Source: an optimization exercise on an open RTL-to-GDS flow (aim: small area, a short achievable clock period and few clock cycles per item). Production flows keep margins and buffers that such runs may drop.
The RTL was checked by simulation tests, not by an equivalence proof against the original design.

==> flow/design.v (outline; a module is shown in full before it is edited, if it fits) <==
// module dsp_mac_postadd: 74 lines
// module dsp_mac_pipe: 986 lines
module dsp_mac_pipe
#(
  parameter int A_W      = 18,
  parameter int B_W      = 18,
  parameter int P_W      = 48,
  parameter bit SATURATE = 1'b0
) (
  input  logic           clk,
  input  logic           rst_n,
  input  logic [A_W-1:0] a,
  input  logic [B_W-1:0] b,
  input  logic [B_W-1:0] d,
  input  logic [P_W-1:0] c,
  input  logic           carryin,
  input  logic           pre_sel,
  input  logic           pre_sub,
  input  logic [1:0]     mode,
  input  logic           in_valid,
  input  logic           in_last,
  output logic           in_ready,
  output logic [P_W-1:0] p,
  output logic           carryout,
  output logic           ovf,
  output logic           out_valid,
  output logic           out_last,
  input  logic           out_ready
);
  // ...
==> flow/run.sh <==
#!/bin/bash
# synth_recipe.tcl (not shown) runs the flow's synth.tcl, then flattens the netlist and writes it again
# the make line also repeats each setting of config.mk as NAME=value (left out here)
make -C /OpenROAD-flow-scripts/flow DESIGN_CONFIG=/design/flow/config.mk WORK_HOME=/design/flow/orfs CLKGATE_MAP_FILE= SYNTH_SCRIPT=/design/flow/synth_recipe.tcl finish
==> flow/config.mk <==
export PLATFORM = sky130hd
export DESIGN_NAME = dsp_mac_pipe
export DESIGN_NICKNAME = dsp_mac_pipe
export VERILOG_FILES = /design/flow/design.v
export SDC_FILE = /design/flow/constraint.sdc
export NUM_CORES = 4
export LEC_CHECK = 0
export CAP_MARGIN = 20
export CORE_MARGIN = 2
export CORE_UTILIZATION = 40
export SLEW_MARGIN = 20
==> flow/constraint.sdc <==
create_clock -name core_clock -period 7.0 [get_ports {clk}]
set_input_delay 1.4000 -clock core_clock [delete_from_list [all_inputs] [get_ports {clk}]]
set_output_delay 1.4000 -clock core_clock [all_outputs]
set_load 0.01 [all_outputs]
==> flow_summary_export.csv, run 1 <==
group,metric,value,unit
status,status,"finished clean",
cells_and_area,inv_count,297,
worst_setup_path,worst-path-stages,23,
sta,clock_skew,0.0149,ns
drt,drc,0,
die,dieArea,53100,um^2
sta,tightest_slew,1.04,ns
cells_and_area,seq_area_frac,0.242,
clocking,cts_setup_buffers,0,
place,hpwl,45300,um
synthesis,synth.top_cells.by_area,"edfxtp_1 (28%), fa_1 (22%), xnor2_1 (6.5%)",
drt,wire_per_inst,20.2,um
die,num_rows,82,
worst_hold_path,min_path_type,"reg -> reg",
worst_setup_path,worstPathRequired,7.26,ns
global_route,top_usage_layer,"met2",
cells_and_area,clkCellAreaFrac,0.0249,
drt,first_pass_iters,5,
cells_and_area,layout_common_cells,"inv_1 (297), fa_1 (228), edfxtp_1 (189)",
die,tap_cells,672,
worst_setup_path,cpMostUsedCell,"fa_1",
global_route,grt_max_degree,65,
synthesis,synthSimpleGateAreaFrac,0.0911,
worst_setup_path,reg2reg_to,"sticky_reg",
cells_and_area,design.seq.count,192,
global_route,grt_pass1_wl,92800,um
sta,rsz0062_at_grt,"false",
clocking,root_buffer,"clkbuf_16",
global_route,use_met3,0.0358,
cells_and_area,ff_latch_area,5750,um^2
sta,setup_viol,0,
cells_and_area,multi_input_area,13200,um^2
cells_and_area,drive_above_1_share,0.0709,
sta,drv_slew,0,
clocking,ctsResizeCount,0,
global_route,met2_usage,0.398,
synthesis,ys_warn_count,1,
clocking,cts_tree,"done",
synthesis,synth_top_area_cell,"edfxtp_1",
global_route,use_met1,0.284,
clocking,cts_max_path_buffers,2,
drt,wirelength_met1,24100,um
Testbench counts, summed over its fixed seeds: cycles 24,016, items 24,000.
==> inputs of run 2 (changes only) <==
--- a/flow/config.mk
+++ b/flow/config.mk
@@ -10,2 +10,3 @@
 export CORE_UTILIZATION = 40
+export SETUP_SLACK_MARGIN = 1.2
 export SLEW_MARGIN = 20
==> run 2 against run 1 <==
  * Via count up 9.1%
  * Clock-buffer cell count stayed put
  * Register-to-register slack better by 0.36 ns
  * Die area stayed put
  * Non-clock buffer count rose by 238
  * Hold slack got worse by 0.0029 ns
  * Clock skew up 0.0011 ns
  * Final cell count increased by 8.3%
  * Still clean
  * Synthesized area unchanged
==> flow_summary_export.csv, run 2 <==
group,metric,value,unit
worst_setup_path,cp_slowest_stage_delay,0.52,ns
drt,wire_per_inst,20.7,um
worst_setup_path,r2r_slack,0.71,ns
worst_setup_path,start_kind,"register",
place,hpwl,46100,um
sta,fmax,0.159,GHz
worst_setup_path,crit_path_end,"acc_reg[42]",
cells_and_area,drive_above_1_share,0.251,
synthesis,yosys.cell_count.top_type,"inv_1",
synthesis,ys_seq_elements,192,
synthesis,ys.flop_type,"edfxtp_1",
worst_hold_path,min_path_cells,1,
sta,fin_ws,0.711,ns
clocking,cts_hold_buffers,0,
drt,first_iter_violations,1138,
job,maxCapViolations,0,
drt,ant_nets,0,
sta,fin_tns_setup,0,ns
synthesis,ys_seq_area_frac,0.280,
global_route,grt_overflow,0,
worst_setup_path,end_kind,"register",
cells_and_area,layout_commonest_cell,"inv_1",
synthesis,avgSynthCellArea,9.99,um^2
global_route,grt_pass1_wl,100000,um
cells_and_area,fin_cells,3111,
die,core-area,50400,um^2
worst_setup_path,crit_path_top_delay_cell,"fa_1",
clocking,cts_made_buffers,17,
synthesis,synth_top_area_frac,0.277,
place,portBuffers,164,
clocking,clk_pin_slew,0.08,ns
synthesis,synth.top_cells.by_area,"edfxtp_1 (28%), fa_1 (22%), xnor2_1 (6.5%)",
worst_setup_path,reg2reg_to,"acc_reg[42]",
worst_setup_path,critPathKind,"reg -> reg",
clocking,cts.htree.levels,4,
drt,routed_wl,64300,um
clocking,cts_max_path_buffers,2,
synthesis,ys_warn_count,1,
clocking,clock-sinks,192,
place,pre_cts_ws,0.324,ns
global_route,antenna_found_initial,1,
synthesis,synth_top_area_cell,"edfxtp_1",
sta,hold_violations,0,
die,num_rows,82,
sta,drv_slew,0,
sta,rsz0062_at_grt,"true",
sta,setup_viol,0,
sta,tightest_slew,0.976,ns
worst_hold_path,min_path_type,"reg -> reg",
worst_setup_path,worst_r2r_startpoint,"mode1_reg[1]",
drt,vias,16800,
synthesis,synth_commonest_cells,"inv_1 (297), fa_1 (228), edfxtp_1 (189)",
synthesis,synth_cell_types,68,
place,gp_congestion,0.906,
worst_setup_path,cp_top_family,"adder cells",
cells_and_area,antennaDiodeCount,0,
worst_setup_path,worst-path-stages,25,
sta,period_share,0.898,
drt,first_pass_iters,6,
die,dieArea,53100,um^2
global_route,grt_pass1_vias,17700,
status,status,"finished clean",
die,fp.dieH,230,um
place,dp.cells,2881,
worst_setup_path,crit_buf_inv,6,
cells_and_area,layout_common_cells,"inv_1 (272), buf_4 (233), fa_1 (199)",
cells_and_area,nets,2868,
worst_setup_path,worstPathRequired,7.24,ns
worst_setup_path,cp.arrival,6.53,ns
worst_setup_path,crit_start,"mode1_reg[1]",
worst_setup_path,cpMostUsedCell,"fa_1",
global_route,grt_max_degree,61,
worst_setup_path,r2r_cells,25,
global_route,grtUsageTotal,0.247,
drt,drc,0,
cells_and_area,synthToLayoutAreaGrowth,35.2,%
clocking,insertion_delay,0.51,ns
synthesis,syn-num-nets,2496,
die,ios,165,
die,start_util,0.407,
clocking,root_buffer,"clkbuf_16",
clocking,cts_tree,"done",
sta,relSlewSlack,0.348,
synthesis,synth_edf_count,189,
synthesis,synth_cells,2054,
die,die_w,230,um
drt,avgViaCountPerCell,5.40,
synthesis,syn-cell-area,20500,um^2
sta,clock_skew,0.0160,ns
synthesis,synth-async-reset-ratio,0.0156,
worst_setup_path,worst-path-max-fanout,8,
sta,layout_min_cycle_time,6.29,ns
run 2: cell types whose count changed in the layout (fill, tap and decap cells not counted), sizes merged:
cell	change
buf	+233
bufbuf	+4
inv	-3
clkinvlp	+2
and2	+1
clkbuf	+1
clkinv	+1
run 2: worst min-delay path by stage:
stage                          from       end  slack, ns
after detailed placement  last1_reg  out_last       0.53
after floorplan           last1_reg  out_last       0.47
after CTS                 last1_reg  out_last       0.55
after global placement       v1_reg    v1_reg       0.52
final                        v1_reg    v1_reg       0.55
after global routing      last1_reg  out_last       0.56
run 2: area by class of cell:
class / count / area [um^2]
clock buffer: 17 / 425
clock inverter: 15 / 193
fill: 4393 / 22600
inverter: 297 / 1120
multi-input combinational: 1432 / 14700
sequential: 192 / 5750
tap: 672 / 841
timing repair buffer: 486 / 4730
run 2: kinds of logic after synthesis:
logic type / Yosys count / synth area share
fa+ha+maj: 330 / 0.285
compound gates: 465 / 0.149
buf+inv: 431 / 0.0797
xor+xnor: 256 / 0.109
flops: 192 / 0.280
simple gates: 369 / 0.0911
mux: 11 / 0.00549
run 2: per-stage QoR:
step,instance area (um^2),hold slack (ns),util
detailed placement,23900,0.532,0.475
finish,27700,0.548,0.550
CTS,26900,0.552,0.534
floorplan,21100,0.466,-
global placement,23900,0.521,0.475
global route,27700,0.565,0.550
run 2: what timing repair did:
action,CTS,global route
endpoints found under the setup margin,69,66
gates cloned,6,1
pin swaps,71,78
setup buffers,150,41
resized for setup,195,99
run 2: routing by layer:
metal / track usage / part of all wire / vias to the layer above / wire [um]
met5: 0 / 0 / - / 0
met4: 0.0905 / 0.031 / 0 / 1970
met3: 0.0340 / 0.047 / 103 / 3000
met2: 0.422 / 0.50 / 523 / 32000
met1: 0.320 / 0.43 / 8496 / 27400
li1: - / - / 7680 / -
==> inputs of run 3 (changes only) <==
--- a/flow/config.mk
+++ b/flow/config.mk
@@ -10,3 +10,3 @@
 export CORE_UTILIZATION = 40
-export SETUP_SLACK_MARGIN = 1.2
+export SETUP_SLACK_MARGIN = 0.6
 export SLEW_MARGIN = 20
==> run 3 against run 2 <==
  * Worst setup slack better by 0.023 ns
  * Utilization down 5.4 points
  * Critical path depth unchanged
  * First-iteration DRC count up 19%
  * Hold slack better by 0.0081 ns
==> flow_summary_export.csv, run 3 <==
group,metric,value,unit
synthesis,ys_warn_count,1,
synthesis,ys_seq_elements,192,
worst_setup_path,start_kind,"register",
sta,rsz0062_at_grt,"true",
worst_setup_path,worst_r2r_startpoint,"mode1_reg[0]",
worst_setup_path,worst-path-max-fanout,18,
worst_setup_path,reg2reg_to,"sticky_reg",
worst_setup_path,critPathKind,"reg -> reg",
sta,setup_viol,0,
clocking,clk_pin_slew,0.09,ns
sta,hold_violations,0,
global_route,grtUsageTotal,0.232,
clocking,clock-sinks,192,
sta,relSlewSlack,0.412,
worst_setup_path,crit_path_top_delay_cell,"fa_2",
clocking,cts_max_path_buffers,2,
clocking,cts_hold_buffers,0,
worst_hold_path,min_path_cells,2,
clocking,root_buffer,"clkbuf_16",
global_route,grt_pass1_wl,94100,um
cells_and_area,antennaDiodeCount,0,
synthesis,syn-num-nets,2496,
drt,first_iter_violations,1352,
synthesis,synth_cell_types,68,
cells_and_area,drive_above_1_share,0.136,
die,num_rows,82,
drt,avgViaCountPerCell,5.46,
worst_hold_path,min_path_type,"reg -> reg",
sta,tightest_slew,0.882,ns
clocking,cts_made_buffers,17,
status,status,"finished clean",
global_route,grt_max_degree,67,
sta,drv_slew,0,
place,gp_congestion,0.923,
sta,layout_min_cycle_time,6.27,ns
worst_setup_path,r2r_slack,0.73,ns
cells_and_area,num-fill-cells,4604,
synthesis,synth_commonest_cells,"inv_1 (297), fa_1 (228), edfxtp_1 (189)",
cells_and_area,fin_cells,2929,
worst_setup_path,crit_buf_inv,6,
worst_setup_path,cp.arrival,6.54,ns
sta,clock_skew,0.0172,ns
worst_setup_path,end_kind,"register",
sta,period_share,0.895,
global_route,antenna_found_initial,0,
global_route,grt_pass1_vias,16600,
die,ios,165,
worst_hold_path,holdPathEnd,"out_valid",
die,die_w,230,um
synthesis,syn-cell-area,20500,um^2
die,start_util,0.407,
synthesis,avgSynthCellArea,9.99,um^2
drt,wire_per_inst,20.6,um
drt,first_pass_iters,7,
place,dp.cells,2839,
cells_and_area,layout_commonest_cell,"inv_1",
worst_setup_path,r2r_cells,25,
drt,vias,16000,
die,core-area,50400,um^2
worst_setup_path,cpMostUsedCell,"a21oi_2",
sta,fin_tns_setup,0,ns
synthesis,synth_edf_count,189,
job,maxCapViolations,0,
global_route,grt_overflow,0,
synthesis,ys_seq_area_frac,0.280,
clocking,insertion_delay,0.51,ns
place,hpwl,45900,um
die,fp.dieH,230,um
drt,ant_nets,0,
synthesis,yosys.cell_count.top_type,"inv_1",
clocking,cts.htree.levels,4,
sta,fmax,0.160,GHz
sta,whs,0.556,ns
die,dieArea,53100,um^2
synthesis,synth_top_area_cell,"edfxtp_1",
worst_hold_path,min_from,"v1_reg",
synthesis,synth_cells,2054,
cells_and_area,layout_common_cells,"inv_1 (291), fa_1 (220), edfxtp_1 (189)",
synthesis,synth_top_area_frac,0.277,
synthesis,synth-async-reset-ratio,0.0156,
clocking,cts_tree,"done",
synthesis,ys.flop_type,"edfxtp_1",
worst_setup_path,cp_top_family,"adder cells",
drt,drc,0,
cells_and_area,nets,2686,
drt,routed_wl,60300,um
synthesis,synth.top_cells.by_area,"edfxtp_1 (28%), fa_1 (22%), xnor2_1 (6.5%)",
worst_setup_path,cp_slowest_stage_delay,0.61,ns
cells_and_area,synthToLayoutAreaGrowth,21.9,%
place,portBuffers,164,
worst_setup_path,worstPathRequired,7.27,ns
-- run 3: metrics by stage --
stage | setup WS [ns] | instance area (um^2) | util
floorplan | 0.610 | 20500 | -
global placement | 0.388 | 23200 | 0.460
detailed placement | 0.282 | 23200 | 0.460
CTS | 0.606 | 24100 | 0.478
global route | 0.467 | 25000 | 0.496
finish | 0.735 | 25000 | 0.496
-- run 3: per-layer routing --
layer  vias up  wire length (um)  global-route usage  share of wire
met2       550             30700               0.403           0.51
met3        94              3430              0.0341          0.057
met4         0              1740              0.0815          0.029
met1      8018             24500               0.293           0.41
met5         -                 0                   0              0
li1       7318                 -                   -              -
-- run 3: worst register-to-register path, cell delays in order, from the launching register on --
cell and delay, ns:
edfxtp_1 0.47, buf_6 0.16, buf_12 0.15, nor2b_4 0.17
a21oi_2 0.10, buf_6 0.15, a21oi_2 0.16, a21oi_2 0.09
fa_2 0.56, inv_1 0.06, fa_2 0.61, inv_2 0.05
fa_2 0.33, inv_2 0.06, fa_1 0.43, fa_1 0.52
ha_4 0.35, nand2_4 0.07, o211ai_1 0.31, a41oi_2 0.22
a31oi_4 0.25, a21oi_2 0.10, o211ai_2 0.25, xor2_2 0.19
xnor2_1 0.13, nand2_1 0.08
-- run 3: layout make-up --
class	instances	area (um^2)	area share
clock buffer	17	425	0.0170
clock inverter	15	180	0.00721
inverter	297	1110	0.0446
multi-input combinational	1431	13800	0.551
sequential	192	5750	0.230
tap	672	841	0.0336
timing repair buffer	305	2910	0.116
-- run 3: worst max-delay path by stage --
| stage | cells after the start | to | slack (ns) | start |
|---|---|---|---|---|
| after CTS | 25 | p[34] | 0.61 | mode1_reg[1] |
| after floorplan | 26 | acc_reg[46] | 0.61 | mode1_reg[1] |
| after global routing | 24 | p[42] | 0.47 | a1_reg[3] |
| after detailed placement | 23 | p[42] | 0.28 | mode1_reg[1] |
| final | 25 | sticky_reg | 0.73 | mode1_reg[0] |
| after global placement | 23 | acc_reg[44] | 0.39 | mode1_reg[1] |
-- run 3: kinds of logic (layout without fill, tap and decap cells) --
group,Yosys count,in the layout,synth area share
adder cells (fa/ha/maj),330,330,0.285
XOR/XNOR,256,256,0.109
multiplexers,11,11,0.00549
flip-flops,192,192,0.280
AND/OR/NAND/NOR,369,369,0.0911
buffers and inverters,431,634,0.0797
AO/OA/AOI/OAI,465,465,0.149
-- run 3: what timing repair did --
action                     CTS  global route
setup endpoints to repair   39            53
gates cloned                 0             4
resized for setup           45           131
setup buffers               16            38
pin swaps                    7            56
==> inputs of run 4 (changes only) <==
--- a/flow/config.mk
+++ b/flow/config.mk
@@ -7,2 +7,3 @@
 export LEC_CHECK = 0
+export ABC_CLOCK_PERIOD_IN_PS = 2000
 export CAP_MARGIN = 20
@@ -10,3 +11,2 @@
 export CORE_UTILIZATION = 40
-export SETUP_SLACK_MARGIN = 0.6
 export SLEW_MARGIN = 20
==> run 4 against run 3 <==
  * Clock-buffer cell count unchanged
  * Final cell count decreased by 1.9%
  * Die area did not move
  * Utilization fell by 2.4 points
==> flow_summary_export.csv, run 4 <==
group,metric,value,unit
status,status,"finished clean",
place,gp_congestion,0.919,
synthesis,synth_cell_types,68,
synthesis,synth_commonest_cells,"inv_1 (297), fa_1 (228), edfxtp_1 (189)",
sta,layout_min_cycle_time,6.65,ns
sta,hold_violations,0,
drt,avgViaCountPerCell,5.36,
cells_and_area,antennaDiodeCount,0,
die,ios,165,
die,start_util,0.407,
clocking,clock-sinks,192,
synthesis,synth_top_area_cell,"edfxtp_1",
die,fp.dieH,230,um
sta,relSlewSlack,0.305,
sta,period_share,0.950,
clocking,cts_made_buffers,17,
die,core-area,50400,um^2
sta,fin_ws,0.348,ns
clocking,cts_hold_buffers,0,
clocking,cts.htree.levels,4,
cells_and_area,nets,2629,
sta,tightest_slew,1.04,ns
synthesis,ys_warn_count,1,
clocking,insertion_delay,0.51,ns
worst_hold_path,min_path_type,"reg -> reg",
drt,ant_nets,0,
cells_and_area,layout_common_cells,"inv_1 (297), fa_1 (228), edfxtp_1 (189)",
worst_setup_path,critPathKind,"reg -> reg",
clocking,root_buffer,"clkbuf_16",
die,die_w,230,um
worst_setup_path,r2r_slack,0.35,ns
worst_hold_path,holdPathEnd,"ovf",
cells_and_area,final_util,0.472,
cells_and_area,drive_above_1_share,0.0709,
synthesis,yosys.cell_count.top_type,"inv_1",
global_route,grt_pass1_wl,92800,um
place,pre_cts_ws,0.255,ns
worst_hold_path,min_path_cells,2,
sta,rsz0062_at_grt,"false",
worst_setup_path,worst-path-max-fanout,20,
sta,fmax,0.150,GHz
worst_setup_path,worst_r2r_startpoint,"mode1_reg[1]",
sta,setup_viol,0,
sta,drv_slew,0,
synthesis,avgSynthCellArea,9.99,um^2
die,num_rows,82,
global_route,grt_max_degree,65,
synthesis,ys_seq_area_frac,0.280,
synthesis,ys_seq_elements,192,
worst_setup_path,cp.arrival,6.91,ns
synthesis,synth.top_cells.by_area,"edfxtp_1 (28%), fa_1 (22%), xnor2_1 (6.5%)",
synthesis,syn-cell-area,20500,um^2
worst_setup_path,reg2reg_to,"sticky_reg",
drt,first_iter_violations,1101,
clocking,cts_tree,"done",
clocking,cts_max_path_buffers,2,
worst_setup_path,r2r_cells,23,
synthesis,synth_edf_count,189,
place,portBuffers,164,
die,dieArea,53100,um^2
worst_hold_path,min_from,"sticky_reg",
worst_setup_path,start_kind,"register",
synthesis,synth_top_area_frac,0.277,
job,maxCapViolations,0,
place,placed_cell_area,23100,um^2
drt,wire_per_inst,20.2,um
synthesis,ys.flop_type,"edfxtp_1",
sta,clock_skew,0.0149,ns
global_route,grt_overflow,0,
drt,vias,15400,
cells_and_area,layout_commonest_cell,"inv_1",
drt,first_pass_iters,5,
place,hpwl,45300,um
cells_and_area,synthToLayoutAreaGrowth,16.0,%
worst_setup_path,worstPathRequired,7.26,ns
drt,drc,0,
worst_setup_path,end_kind,"register",
synthesis,synth-async-reset-ratio,0.0156,
drt,routed_wl,58000,um
clocking,clk_pin_slew,0.08,ns
cells_and_area,post-route-cell-area,23800,um^2
global_route,grt_pass1_vias,16500,
synthesis,synth_cells,2054,
global_route,antenna_found_initial,0,
synthesis,syn-num-nets,2496,
sta,fin_tns_setup,0,ns
global_route,grtUsageTotal,0.229,
run 4: cells by family (layout without fill, tap and decap cells):
logic type | Yosys count | in the layout | share of synthesized area
adders and majority gates | 330 | 330 | 0.285
buffers and inverters | 431 | 577 | 0.0797
AOI/OAI and AO/OA | 465 | 465 | 0.149
and+or+nand+nor | 369 | 369 | 0.0911
xor gates and xnor gates | 256 | 256 | 0.109
DFF | 192 | 192 | 0.280
muxes | 11 | 11 | 0.00549
run 4: worst max path at each step:
stage	depth (start not counted)	to	start	slack, ns
6_report	23	sticky_reg	mode1_reg[1]	0.35
4_1_cts	23	p[42]	mode1_reg[1]	0.22
3_5_place_dp	23	acc_reg[46]	mode1_reg[1]	0.26
3_3_place_gp	23	acc_reg[46]	mode1_reg[1]	0.37
2_1_floorplan	24	acc_reg[46]	a1_reg[9]	0.50
5_1_grt	23	ovf	mode1_reg[0]	0.007
run 4: layout make-up:
cell class,instances,area (um^2)
Inverter,297,1110
Timing Repair Buffer,248,2290
Sequential cell,192,5750
Tap cell,672,841
Fill cell,4813,26600
Clock buffer,17,425
Multi-Input combinational cell,1431,13200
Clock inverter,15,166
run 4: timing repair:
item                                    in CTS  in global routing
buffers inserted                             0                  1
resized for setup                            0                 14
endpoints found under the setup margin       0                 26
run 4: metrics by stage:
step,hold WS (ns),std cells
final,0.551,2872
after global routing,0.579,2872
after CTS,0.559,2871
after detailed placement,0.540,2839
after global placement,0.525,2839
after floorplan,0.445,2054
run 4: layer usage:
metal | GRT usage | share of wire | up-vias
met5 | 0 | 0 | -
met4 | 0.0911 | 0.033 | 0
met3 | 0.0358 | 0.044 | 66
met2 | 0.398 | 0.51 | 429
met1 | 0.284 | 0.42 | 7715
li1 | - | - | 7193
run 4: worst max-delay path, cell delays in order, from the launching register on:
cell and delay, ns:
edfxtp_1 0.47, buf_4 0.22, buf_4 0.20, mux2i_2 0.26, buf_6 0.31, xor2_1 0.13, fa_1 0.54, inv_1 0.05
fa_1 0.57, inv_1 0.07, fa_1 0.38, inv_1 0.08, fa_1 0.42, fa_1 0.44, ha_1 0.44, nand2_1 0.15
o21ai_0 0.40, nor2_1 0.11, a31oi_1 0.30, a21oi_1 0.16, o211ai_2 0.20, xor2_1 0.24, xnor2_1 0.15, nand2_1 0.08
==> inputs of run 5 (changes only) <==
--- a/flow/config.mk
+++ b/flow/config.mk
@@ -7,3 +7,3 @@
 export LEC_CHECK = 0
-export ABC_CLOCK_PERIOD_IN_PS = 2000
+export ABC_AREA = 1
 export CAP_MARGIN = 20
==> run 5 against run 4 <==
  * Worst setup slack lost 0.075 ns
  * Register-to-register slack lost 0.07 ns
  * Still clean
  * Routed wire length grew 15%
  * Clock-buffer cell count grew 2
  * Critical path type unchanged
  * Synthesized cell count grew 20%
  * Die area grew 3.6%
  * Synthesized area grew 3.6%
  * Flip-flop and latch count is the same
  * Final cell count grew 15%
==> flow_summary_export.csv, run 5 <==
group,metric,value,unit
status,status,"finished clean",
drt,routed_wl,66400,um
die,core-area,52600,um^2
cells_and_area,num-fill-cells,5150,
place,hpwl,53300,um
synthesis,synth-async-reset-ratio,0.0156,
global_route,grt_overflow,0,
synthesis,ys_seq_elements,192,
synthesis,synth_cell_types,46,
place,placed_cell_area,23800,um^2
worst_setup_path,r2r_cells,22,
clocking,insertion_delay,0.51,ns
cells_and_area,synthToLayoutAreaGrowth,14.7,%
sta,layout_min_cycle_time,6.73,ns
synthesis,avgSynthCellArea,8.66,um^2
synthesis,synthSimpleGateAreaFrac,0.134,
clocking,root_buffer,"clkbuf_16",
sta,fin_tns_setup,0,ns
synthesis,ys_seq_area_frac,0.271,
synthesis,syn-num-nets,2897,
job,maxCapViolations,0,
clocking,clock-sinks,192,
die,start_util,0.405,
worst_setup_path,worst_r2r_startpoint,"a1_reg[1]",
clocking,clk_pin_slew,0.08,ns
cells_and_area,ff_latch_area,5750,um^2
cells_and_area,multi_input_area,13100,um^2
clocking,cts_max_path_buffers,2,
worst_setup_path,end_kind,"register",
worst_hold_path,min_from,"live_reg",
synthesis,synth_compound_area_frac,0.0980,
worst_setup_path,start_kind,"register",
cells_and_area,nets,3054,
drt,wire_per_inst,20.0,um
cells_and_area,layout_common_cells,"inv_1 (511), nand2_1 (369), nor2_1 (236)",
worst_hold_path,min_path_type,"reg -> reg",
synthesis,synth_edf_count,189,
die,die_w,235,um
synthesis,synth_commonest_cells,"inv_1 (512), nand2_1 (370), nor2_1 (238)",
clocking,cts.htree.levels,4,
sta,drv_slew,0,
sta,clock_skew,0.0148,ns
sta,period_share,0.961,
clocking,cts_made_buffers,17,
die,fp.dieH,235,um
die,dieArea,55000,um^2
global_route,grt_pass1_wl,103000,um
clocking,cts_tree,"done",
worst_setup_path,r2r_slack,0.27,ns
drt,drc,0,
synthesis,ys_warn_count,1,
sta,hold_violations,0,
global_route,grtUsageTotal,0.251,
sta,fmax,0.149,GHz
sta,setup_viol,0,
synthesis,ys.flop_type,"edfxtp_1",
drt,ant_nets,0,
synthesis,synth_top_area_frac,0.267,
synthesis,synth_top_family_by_area,"adder cells",
worst_setup_path,reg2reg_to,"acc_reg[25]",
cells_and_area,antennaDiodeCount,0,
die,num_rows,84,
cells_and_area,layout_commonest_cell,"inv_1",
cells_and_area,drive_above_1_share,0.0488,
clocking,cts_hold_buffers,0,
global_route,grt_max_degree,66,
drt,first_pass_iters,5,
global_route,grt_pass1_vias,17600,
synthesis,synth_cells,2455,
cells_and_area,post-route-cell-area,24400,um^2
synthesis,synth_top_area_cell,"edfxtp_1",
drt,avgViaCountPerCell,5.23,
worst_setup_path,critPathKind,"reg -> reg",
sta,relSlewSlack,0.364,
place,portBuffers,164,
synthesis,yosys.cell_count.top_type,"inv_1",
worst_setup_path,worstPathRequired,7.26,ns
synthesis,synth_mux_area_frac,0,
die,ios,165,
global_route,antenna_found_initial,0,
drt,first_iter_violations,1329,
synthesis,synth.top_cells.by_area,"edfxtp_1 (27%), fa_1 (21%), inv_1 (9.0%)",
synthesis,syn-cell-area,21300,um^2
synthesis,yosys.area_share.xor_xnor,0.108,
worst_setup_path,cp.arrival,6.99,ns
worst_hold_path,min_path_cells,2,
synthesis,synth-adder-area-share,0.275,
sta,tightest_slew,0.952,ns
drt,vias,17300,
worst_hold_path,holdPathEnd,"live_reg",
worst_setup_path,worst-path-max-fanout,19,
place,gp_congestion,0.936,
[run 5: changes by cell type after synthesis, moves of 41 or more]
cell / before / now
xnor2_1: 153 / 63
clkbuf_1: 117 / 35
nor2_1: 61 / 238
o22ai_1: 9 / 162
inv_1: 297 / 512
and2_1: 75 / 2
a22oi_1: 147 / 0
a21oi_1: 131 / 90
xor2_1: 103 / 198
nand2_1: 116 / 370
[run 5: stage by stage]
step / util / setup WS [ns] / instances / hold slack, ns
final: 0.464 / 0.273 / 3313 / 0.507
after floorplan: - / 1.19 / 2455 / 0.453
after detailed placement: 0.453 / 0.113 / 3281 / 0.490
after global routing: 0.464 / -0.000186 / 3313 / 0.545
after CTS: 0.464 / 0.0743 / 3313 / 0.510
after global placement: 0.453 / 0.0683 / 3281 / 0.472
[run 5: critical path: stages (launching register included)]
cell,delay (ns)
edfxtp_1,0.53
or2_2,0.38
nand2_1,0.11
nand3_4,0.26
a21oi_1,0.26
xor2_1,0.34
inv_1,0.11
fa_1,0.49
inv_1,0.05
fa_1,0.49
inv_1,0.06
fa_1,0.41
inv_1,0.09
fa_1,0.42
fa_1,0.50
ha_1,0.38
nand2_1,0.08
nand2_1,0.07
a21oi_1,0.23
a21boi_0,0.40
o21ai_0,0.24
a21oi_2,0.31
xnor2_1,0.28
[run 5: logic make-up after synthesis]
family / count (synthesis)
AND/OR/NAND/NOR: 710
buffers and inverters: 619
AO/OA/AOI/OAI: 343
adder cells (fa/ha/maj): 330
XOR/XNOR: 261
flip-flops: 192
[run 5: what timing repair did]
| action | in CTS | in global routing |
|---|---|---|
| resized for setup | 0 | 4 |
| setup endpoints to repair | 0 | 17 |
| endpoints found under the hold margin | 0 | 0 |
| setup buffers | 0 | 0 |
[run 5: layout make-up]
type | instances | area share
tap | 688 | 0.0353
sequential | 192 | 0.236
clock inverter | 13 | 0.00564
inverter | 537 | 0.0828
timing repair buffer | 220 | 0.0846
clock buffer | 19 | 0.0182
multi-input combinational | 1644 | 0.538
[run 5: routing by layer]
metal / track usage / share of wire / up-vias
li1: - / - / 8059
met1: 0.347 / 0.45 / 8541
met2: 0.405 / 0.47 / 607
met3: 0.0354 / 0.057 / 110
met4: 0.0827 / 0.030 / 0
met5: 0 / 0 / -
[run 5: worst max-delay path by stage]
stage | startpoint | to | slack, ns | cells after the start
finish | a1_reg[1] | acc_reg[25] | 0.27 | 22
global route | a1_reg[1] | acc_reg[25] | -0.0002 | 22
CTS | a1_reg[1] | acc_reg[25] | 0.07 | 22
detailed placement | a1_reg[1] | p[25] | 0.11 | 22
global placement | mode1_reg[1] | p[25] | 0.07 | 23
floorplan | out_ready | acc_reg[0] | 1.19 | 4
==> inputs of run 6 (changes only) <==
--- a/flow/config.mk
+++ b/flow/config.mk
@@ -7,6 +7,6 @@
 export LEC_CHECK = 0
-export ABC_AREA = 1
 export CAP_MARGIN = 20
 export CORE_MARGIN = 2
-export CORE_UTILIZATION = 40
+export CORE_UTILIZATION = 60
+export PLACE_DENSITY = 0.75
 export SLEW_MARGIN = 20
==> run 6 against run 5 <==
  * Die area down 35%
  * First-iteration DRC count increased by 20%
  * Critical path depth up 3
  * Sequential share of layout area rose by 0.68 points
  * Register-to-register slack improved by 0.09 ns
  * Hold slack improved by 0.047 ns
==> flow_summary_export.csv, run 6 <==
group,metric,value,unit
worst_setup_path,crit_start,"a1_reg[1]",
clocking,cts_max_path_buffers,2,
synthesis,synth_cell_types,68,
synthesis,ys.flop_type,"edfxtp_1",
clocking,insertion_delay,0.48,ns
clocking,cts.htree.levels,4,
synthesis,ys_seq_elements,192,
global_route,grtUsageTotal,0.325,
worst_hold_path,min_path_type,"reg -> reg",
clocking,cts_made_buffers,17,
sta,period_share,0.948,
worst_setup_path,start_kind,"register",
synthesis,synth.top_cells.by_area,"edfxtp_1 (28%), fa_1 (22%), xnor2_1 (6.5%)",
sta,clock_skew,0.0230,ns
die,dieArea,35700,um^2
global_route,grt_overflow,0,
cells_and_area,drive_above_1_share,0.0811,
global_route,grt_pass1_vias,16200,
worst_setup_path,critPathKind,"reg -> reg",
sta,fmax,0.151,GHz
die,die_w,189,um
clocking,clk_pin_slew,0.07,ns
synthesis,synth_top_area_cell,"edfxtp_1",
synthesis,ys_warn_count,1,
sta,layout_min_cycle_time,6.64,ns
synthesis,syn-num-nets,2496,
worst_setup_path,cp_slowest_stage_delay,0.55,ns
cells_and_area,num-fill-cells,2587,
worst_setup_path,end_kind,"register",
status,status,"finished clean",
synthesis,yosys.cell_count.top_type,"inv_1",
worst_setup_path,worst-path-max-fanout,18,
cells_and_area,nets,2660,
worst_setup_path,crit_path_top_delay_cell,"fa_1",
die,num_rows,67,
synthesis,synth_cells,2054,
global_route,grt_max_degree,76,
cells_and_area,fin_cells,2679,
sta,tightest_slew,1.03,ns
sta,fin_tns_setup,0,ns
job,maxCapViolations,0,
cells_and_area,synthToLayoutAreaGrowth,15.6,%
drt,vias,15800,
cells_and_area,layout_commonest_cell,"inv_1",
sta,hold_violations,0,
worst_setup_path,cp.arrival,6.85,ns
place,dp.cells,2634,
worst_setup_path,worst_r2r_startpoint,"a1_reg[1]",
global_route,antenna_found_initial,0,
cells_and_area,layout_common_cells,"inv_1 (296), fa_1 (228), edfxtp_1 (189)",
sta,relSlewSlack,0.314,
synthesis,ys_seq_area_frac,0.280,
cells_and_area,antennaDiodeCount,0,
drt,first_iter_violations,1600,
clocking,cts_tree,"done",
worst_setup_path,cpMostUsedCell,"fa_1",
clocking,root_buffer,"clkbuf_16",
drt,wire_per_inst,20.8,um
synthesis,synth_commonest_cells,"inv_1 (297), fa_1 (228), edfxtp_1 (189)",
place,gp_congestion,0.953,
drt,first_pass_iters,6,
drt,routed_wl,55800,um
synthesis,synth_top_area_frac,0.277,
die,ios,165,
drt,ant_nets,0,
worst_hold_path,min_from,"v1_reg",
synthesis,syn-cell-area,20500,um^2
place,hpwl,44000,um
die,fp.dieH,189,um
sta,whs,0.554,ns
drt,drc,0,
clocking,clock-sinks,192,
synthesis,synth-async-reset-ratio,0.0156,
place,portBuffers,164,
global_route,grt_pass1_wl,88800,um
die,core-area,33600,um^2
synthesis,synth_edf_count,189,
drt,avgViaCountPerCell,5.91,
sta,drv_slew,0,
worst_setup_path,worstPathRequired,7.21,ns
synthesis,avgSynthCellArea,9.99,um^2
sta,setup_viol,0,
die,start_util,0.610,
-- run 6: per-stage QoR --
step | util | setup slack, ns | instance area (um^2)
after floorplan | - | 0.496 | 20500
after global placement | 0.685 | 0.358 | 23000
after detailed placement | 0.685 | 0.324 | 23000
after CTS | 0.701 | 0.298 | 23600
after global routing | 0.705 | -0.0122 | 23700
final | 0.705 | 0.365 | 23700
-- run 6: final cells by class --
cell class	instances	area (um^2)	share of cell area
Timing Repair Buffer	279	2560	0.108
Clock inverter	14	92.6	0.00391
Sequential cell	192	5750	0.243
Tap cell	448	561	0.0236
Multi-Input combinational cell	1431	13200	0.557
Clock buffer	18	429	0.0181
Inverter	297	1120	0.0472
-- run 6: logic make-up after synthesis --
logic type	share of synthesized area
compound gates	0.149
buf+inv	0.0797
xor+xnor	0.109
flops	0.280
mux	0.00549
simple gates	0.0911
fa+ha+maj	0.285
-- run 6: worst paths after layout --
path                            slack, ns  cells past startpoint         to
worst max-delay path                 0.36                     25      p[42]
worst min-delay path                 0.55                      1     v1_reg
worst max register to register       0.36                     25      p[42]
worst min register to register       0.55                      1     v1_reg
max in group asynchronous            5.73                      1  out_valid
min in group asynchronous            1.12                      1   live_reg
-- run 6: layer usage --
| metal | up-vias | share of wire | track usage |
|---|---|---|---|
| li1 | 7253 | - | - |
| met5 | - | 0 | 0 |
| met1 | 7822 | 0.42 | 0.447 |
| met4 | 0 | 0.033 | 0.117 |
| met2 | 660 | 0.47 | 0.521 |
| met3 | 95 | 0.074 | 0.0578 |
-- run 6: critical path, delay by kind of cell (launching register included) --
| kind | cells | cell delay, ns |
|---|---|---|
| compound gates | 6 | 0.99 |
| buf+inv | 5 | 0.64 |
| simple gates | 6 | 1.10 |
| xor+xnor | 2 | 0.36 |
| fa+ha+maj | 6 | 2.78 |
| flops | 1 | 0.51 |
-- run 6: timing repair --
item | CTS | global route
endpoints found under the setup margin | 0 | 18
gates resized for setup | 0 | 11
setup buffers | 0 | 12
hold buffers | 0 | 0
==> inputs of run 7 (changes only) <==
==> flow/flow/run.sh (new file) <==
#!/bin/bash
# Standard ORFS layout of the design, with the port buffers that placement
# inserts on every input and output taken as buf_1 instead of the default.
set -euo pipefail
bash standard.sh "BUFFER_PORTS_ARGS=-buffer_cell sky130_fd_sc_hd__buf_1" finish > orfs_make.log 2>&1
==> flow/standard.sh (new file) <==
#!/bin/bash
# synth_recipe.tcl (not shown) runs the flow's synth.tcl, then flattens the netlist and writes it again
# the make line also repeats each setting of config.mk as NAME=value (left out here)
make -C /OpenROAD-flow-scripts/flow DESIGN_CONFIG=/design/flow/config.mk WORK_HOME=/design/flow/orfs CLKGATE_MAP_FILE= SYNTH_SCRIPT=/design/flow/synth_recipe.tcl "${@:-finish}"
--- a/flow/config.mk
+++ b/flow/config.mk
@@ -9,4 +9,3 @@
 export CORE_MARGIN = 2
-export CORE_UTILIZATION = 60
-export PLACE_DENSITY = 0.75
+export CORE_UTILIZATION = 40
 export SLEW_MARGIN = 20
removed: flow/run.sh
==> run 7 against run 6 <==
  * Still clean
  * Synthesized cell count unchanged
  * Final area is 3.4% lower
  * Maximum frequency shrank 0.30%
  * Final cell count rose by 7.5%
  * Highest routed layer unchanged
==> flow_summary_export.csv, run 7 <==
group,metric,value,unit
status,status,"finished clean",
sta,hold_violations,0,
global_route,grt_pass1_vias,16200,
drt,wire_per_inst,19.9,um
sta,fin_tns_setup,0,ns
synthesis,ys_seq_area_frac,0.280,
synthesis,ys_warn_count,1,
worst_hold_path,min_path_cells,2,
synthesis,synth.top_cells.by_area,"edfxtp_1 (28%), fa_1 (22%), xnor2_1 (6.5%)",
clocking,clock-sinks,192,
sta,layout_min_cycle_time,6.65,ns
clocking,cts_max_path_buffers,2,
sta,period_share,0.951,
synthesis,synth_top_area_cell,"edfxtp_1",
drt,avgViaCountPerCell,5.41,
synthesis,ys_seq_elements,192,
worst_setup_path,critPathKind,"reg -> reg",
sta,drv_slew,0,
cells_and_area,post-route-cell-area,22900,um^2
worst_setup_path,end_kind,"register",
cells_and_area,synthToLayoutAreaGrowth,11.7,%
global_route,grt_overflow,0,
drt,first_iter_violations,1234,
sta,fmax,0.150,GHz
worst_setup_path,cp_slowest_stage_delay,0.53,ns
drt,routed_wl,57200,um
global_route,antenna_found_initial,0,
place,portBuffers,164,
synthesis,avgSynthCellArea,9.99,um^2
worst_setup_path,reg2reg_to,"acc_reg[43]",
sta,setup_viol,0,
cells_and_area,layout_commonest_cell,"inv_1",
worst_setup_path,r2r_cells,26,
worst_setup_path,worstPathRequired,7.26,ns
worst_setup_path,worst-path-max-fanout,17,
synthesis,syn-cell-area,20500,um^2
cells_and_area,drive_above_1_share,0.0743,
clocking,clk_pin_slew,0.09,ns
synthesis,synth-async-reset-ratio,0.0156,
synthesis,yosys.cell_count.top_type,"inv_1",
drt,first_pass_iters,6,
cells_and_area,layout_common_cells,"inv_1 (297), fa_1 (228), edfxtp_1 (189)",
synthesis,syn-num-nets,2496,
synthesis,synth_commonest_cells,"inv_1 (297), fa_1 (228), edfxtp_1 (189)",
clocking,cts_hold_buffers,0,
synthesis,synth_top_area_frac,0.277,
die,start_util,0.407,
clocking,cts_made_buffers,17,
cells_and_area,antennaDiodeCount,0,
sta,rsz0062_at_grt,"false",
worst_setup_path,cpMostUsedCell,"fa_1",
clocking,insertion_delay,0.52,ns
worst_hold_path,min_from,"sticky_reg",
worst_setup_path,worst_r2r_startpoint,"mode1_reg[0]",
worst_setup_path,start_kind,"register",
place,hpwl,44700,um
die,ios,165,
clocking,root_buffer,"clkbuf_16",
place,gp_congestion,0.944,
worst_setup_path,cp.arrival,6.91,ns
die,num_rows,82,
die,die_w,230,um
drt,vias,15600,
worst_setup_path,r2r_slack,0.35,ns
global_route,grt_max_degree,67,
global_route,grt_pass1_wl,89900,um
global_route,grtUsageTotal,0.222,
cells_and_area,nets,2636,
drt,wirelength_met1,23100,um
synthesis,synth_cell_types,68,
drt,ant_nets,0,
clocking,cts.htree.levels,4,
sta,tightest_slew,1.00,ns
drt,highest_layer,"met4",
place,placed_cell_area,22200,um^2
worst_hold_path,holdPathEnd,"ovf",
worst_hold_path,min_path_type,"reg -> reg",
job,maxCapViolations,0,
synthesis,ys.flop_type,"edfxtp_1",
die,dieArea,53100,um^2
sta,relSlewSlack,0.333,
synthesis,synth_cells,2054,
drt,wl_met3,2890,um
clocking,cts_tree,"done",
synthesis,synth_edf_count,189,
die,core-area,50400,um^2
die,fp.dieH,230,um
sta,clock_skew,0.0191,ns
cells_and_area,final_util,0.455,
drt,met2RoutedLength,28800,um
drt,drc,0,
worst_setup_path,crit_path_top_delay_cell,"fa_1",
[run 7: cell counts after synthesis]
No cell type changed its count.
[run 7: cell type report]
| cell class | instances | area [um^2] |
|---|---|---|
| fillers | 4853 | 27500 |
| multi-input cells | 1431 | 13200 |
| flip-flops and latches | 192 | 5750 |
| repair buffers | 255 | 1350 |
| inverters | 297 | 1110 |
| well taps | 672 | 841 |
| clock buffers | 17 | 425 |
| clock inverters | 15 | 190 |
[run 7: cells by family after synthesis]
family	Yosys count	share of synthesized area
compound gates	465	0.149
xor+xnor	256	0.109
fa+ha+maj	330	0.285
buf+inv	431	0.0797
flops	192	0.280
mux	11	0.00549
simple gates	369	0.0911
[run 7: critical path, delay by kind of cell, from the launching register on]
family / cells / cell delay (ns)
buf+inv: 8 / 1.21
xor+xnor: 2 / 0.22
simple gates: 2 / 0.33
mux: 1 / 0.14
flops: 1 / 0.38
compound gates: 7 / 1.51
fa+ha+maj: 6 / 2.60
[run 7: worst max-delay path by stage]
stage,from,end,depth (start not counted)
global route,mode1_reg[0],acc_reg[43],26
finish,mode1_reg[0],acc_reg[43],26
CTS,mode1_reg[0],acc_reg[42],23
global placement,mode1_reg[0],p[43],26
detailed placement,mode1_reg[0],p[43],23
floorplan,a1_reg[9],acc_reg[46],24
[run 7: routing by layer]
layer / up-vias / GRT usage
met3: 93 / 0.0341
met2: 535 / 0.385
met1: 7762 / 0.270
met4: 0 / 0.109
li1: 7197 / -
met5: - / 0
[run 7: stage by stage]
| stage | setup slack (ns) | hold slack (ns) | instances |
|---|---|---|---|
| 4_1_cts | 0.264 | 0.567 | 2876 |
| 6_report | 0.345 | 0.560 | 2879 |
| 2_1_floorplan | 0.496 | 0.445 | 2054 |
| 5_1_grt | 0.0140 | 0.582 | 2879 |
| 3_5_place_dp | 0.286 | 0.547 | 2844 |
| 3_3_place_gp | 0.394 | 0.526 | 2844 |
[run 7: repair_timing]
| item | CTS | global route |
|---|---|---|
| gates resized for setup | 0 | 20 |
| setup endpoints to repair | 0 | 24 |
| setup buffers | 0 | 3 |

[separate check: timing with driven ports]
Ports are ideal in the flow. The routed layouts listed here were re-timed in OpenROAD. Step 1: set_driving_cell puts a clkbuf_16 on clk and a buf_2 on each other input, an assumption about the parent block. Step 2 times the ports against the registers' clock, not the clock port: input delays grow and output delays shrink by t, the midpoint of the rising clock arrivals with the driver on. a / b / c = ideal / step 1 / step 2; a / b = the first two.
run | t, ns | slack for setup (ns) | hold slack, ns | worst slew at a driven data input, ns
run 1 | 0.562 | 0.348 / 0.348 / 0.348 | 0.551 / 0.551 / 0.551 | 0.13
run 2 | 0.555 | 0.711 / 0.711 / 0.711 | 0.548 / 0.548 / 0.548 | 0.07
run 3 | 0.566 | 0.735 / 0.735 / 0.735 | 0.556 / 0.556 / 0.556 | 0.12
run 4 | 0.562 | 0.348 / 0.348 / 0.348 | 0.551 / 0.551 / 0.551 | 0.13
run 5 | 0.550 | 0.273 / 0.273 / 0.273 | 0.507 / 0.507 / 0.507 | 0.06
run 6 | 0.522 | 0.365 / 0.365 / 0.365 | 0.554 / 0.554 / 0.554 | 0.05
run 7 | 0.570 | 0.345 / 0.345 / 0.345 | 0.560 / 0.560 / 0.560 | 0.13
After both steps every run listed still meets setup and hold.
